Context: an optimization exercise on an open-source flow, tuned for small area. The choices shown serve that exercise and are no tape-out recipe.
Only simulation tests tie the RTL to the original design; equivalence was not proved.
No activity file was given, so power comes from the tool's default toggle rates.

Design subsys_main, start of the top module:
module subsys_main
#(
  parameter int GPIO_W      = 32,
  parameter int SYNC_STAGES = 2
) (
  input  logic              hfclk,
  input  logic              reset,
  input  logic              inspect_mode,
  input  logic              inspect_por_rst,
  input  logic              inspect_32k_clk,
  input  logic              inspect_jtag_clk,
  input  logic              aon_wdg_irq_a,
  input  logic              aon_rtc_irq_a,
  input  logic              aon_rtc_toggle_a,
  input  logic              tm_stop,
  input  logic              icb_cmd_valid,
  output logic              icb_cmd_ready,
  input  logic [ADDR_W-1:0] icb_cmd_addr,
  input  logic              icb_cmd_read,
  input  logic [XLEN-1:0]   icb_cmd_wdata,
  output logic              icb_rsp_valid,
  input  logic              icb_rsp_ready,
  output logic              icb_rsp_err,
  output logic [XLEN-1:0]   icb_rsp_rdata,
  input  logic [GPIO_W-1:0] gpio_a_i_ival,
  output logic [GPIO_W-1:0] gpio_a_o_oval,
  output logic [GPIO_W-1:0] gpio_a_o_oe,
  output logic              ext_irq,
  output logic              sft_irq,
  output logic              tmr_irq
);
  logic                   rsp_pend;
  logic [XLEN-1:0]        rsp_data;
  logic                   rsp_err;
  logic [INSP_ADDR_W-1:0] last_addr;
  logic [1:0]             toggle_sync;
  logic                   toggle_q;
  logic [63:0]            mtime;
  logic [63:0]            mtimecmp;
  logic                   msip;
  logic [3:1]             pending;
  logic [3:1]             enable;
  logic [GPIO_W-1:0]      gpio_s0, in_val;
  logic [GPIO_W-1:0]      out_en, out_val, high_ie;
  logic [15:0] ofs;
  logic        r_clint, r_plic, r_gpio;
  logic        s_msip, s_cmp_lo, s_cmp_hi, s_mt_lo, s_mt_hi;
  logic        s_claim, s_pend, s_en;
  logic        s_in, s_oe, s_ov, s_ie;
  ...
==> flow/config.mk <==
export PLATFORM = sky130hd
export DESIGN_NAME = subsys_main
export DESIGN_NICKNAME = subsys_main
export VERILOG_FILES = /design/flow/design.v
export SDC_FILE = /design/flow/constraint.sdc
export NUM_CORES = 4
export LEC_CHECK = 0
export CAP_MARGIN = 20
export CORE_MARGIN = 2
export CORE_UTILIZATION = 60
export SLEW_MARGIN = 20
==> flow/constraint.sdc <==
create_clock -name core_clock -period 5.0 [get_ports {hfclk}]
set_input_delay 1.0000 -clock core_clock [delete_from_list [all_inputs] [get_ports {hfclk}]]
set_output_delay 1.0000 -clock core_clock [all_outputs]
set_load 0.01 [all_outputs]
standard.sh (not shown) runs the stock make flow with config.mk's settings and CLKGATE_MAP_FILE= SYNTH_SCRIPT=/design/flow/synth_recipe.tcl, a recipe that flattens the netlist after the stock synthesis.
==> flow/flow/run.sh <==
#!/bin/bash
# The standard layout (standard.sh) with these changes:
#  - port buffers use the smallest buffer cell (sky130_fd_sc_hd__buf_1)
#  - the clock tree uses clkbuf_16 with larger sink clusters and no dummy loads
# Floorplan, power grid, tap cells, placement and routing are the standard ones.
set -euo pipefail
WORK=$(pwd)
export OWN_ABC_SCRIPT="$WORK/flow/abc_area.script"
bash standard.sh \
  "SYNTH_SCRIPT=$WORK/flow/synth.tcl" \
  "BUFFER_PORTS_ARGS=-buffer_cell sky130_fd_sc_hd__buf_1" \
  "CTS_ARGS=-sink_clustering_enable -repair_clock_nets -dont_use_dummy_load -buf_list sky130_fd_sc_hd__clkbuf_16 -sink_clustering_size 25 -sink_clustering_max_diameter 60" \
  finish > "$WORK/standard_flow.log" 2>&1
==> flow/flow/abc_area.script <==
&get -n
&st
&dch
&nf -R 1000 -p
&st
&syn2
&if -g -K 6
&synch2
&nf -R 1000 -p
&st
&syn2
&if -g -K 6
&synch2
&nf -R 1000 -p
&st
&dch
&nf -R 1000 -p -a
&put
topo
stime -c
==> flow/flow/synth.tcl <==
proc synth {args} { yosys synth -nofsm -noshare {*}$args }
proc abc {args} {
  set i [lsearch $args -script]
  lset args [expr {$i + 1}] $::env(OWN_ABC_SCRIPT)
  yosys abc {*}$args
}
source $::env(SCRIPTS_DIR)/synth.tcl
# left out here: clear keep_hierarchy, flatten, clean up, hide names made inside functions, write 1_2_yosys.v
Rerun with:
==> flow/flow/run.sh (replaced) <==
#!/bin/bash
# The standard layout (standard.sh) with these changes:
#  - port buffers use the smallest buffer cell (sky130_fd_sc_hd__buf_1)
#  - the clock tree uses clkbuf_16 leaf buffers (clkbuf_4 above them) with larger
#    sink clusters and no dummy loads
# Floorplan, power grid, tap cells, placement and routing are the standard ones.
set -euo pipefail
WORK=$(pwd)
export OWN_ABC_SCRIPT="$WORK/flow/abc_area.script"
bash standard.sh \
  "SYNTH_SCRIPT=$WORK/flow/synth.tcl" \
  "BUFFER_PORTS_ARGS=-buffer_cell sky130_fd_sc_hd__buf_1" \
  "CTS_ARGS=-sink_clustering_enable -repair_clock_nets -dont_use_dummy_load -buf_list sky130_fd_sc_hd__clkbuf_16 -root_buf sky130_fd_sc_hd__clkbuf_4 -sink_clustering_size 24 -sink_clustering_max_diameter 100" \
  finish > "$WORK/standard_flow.log" 2>&1
==> flow/flow/abc_area.script (replaced) <==
&get -n
&st
&dch
&nf -R 1000 -p
&st
&syn4
&if -g -K 6
&synch2
&nf -R 1000 -p
&st
&syn4
&if -g -K 6
&synch2
&nf -R 1000 -p
&st
&syn4
&dch
&nf -R 1000 -p -a
&put
topo
stime -c
Critical path depth came out higher by 4.
Flip-flop and latch count stays the same.
Clock power came out lower by 25%.
Worst hold slack gets better by 0.0034 ns.
Routed wire length came out lower by 6.6%.
Sequential share of layout area came out higher by 1.6 points.

re-timing with driven ports:
No port has a modelled driver above. Below, the same layouts with a new extraction and two added sets of constraints.
Step 1 assumes that a clkbuf_16 drives the clock port and a buf_2 every other input.
Step 2, shift: input delay + t, output delay - t, t = (earliest + latest rising clock arrival at the registers) / 2. This alone moves slack from input paths to output paths.
Slacks: no drivers / after step 1 / after step 2; pairs: no drivers / after step 1.
run	t, ns	setup slack, ns	worst register clock-pin slew, ns	worst slew at a driven data input, ns
the first run	0.591	0.265 / 0.213 / 0.444	0.10 / 0.10	0.04
the second run	0.802	0.146 / 0.100 / 0.454	0.11 / 0.11	0.04
After both steps setup and hold are still met in every run listed.
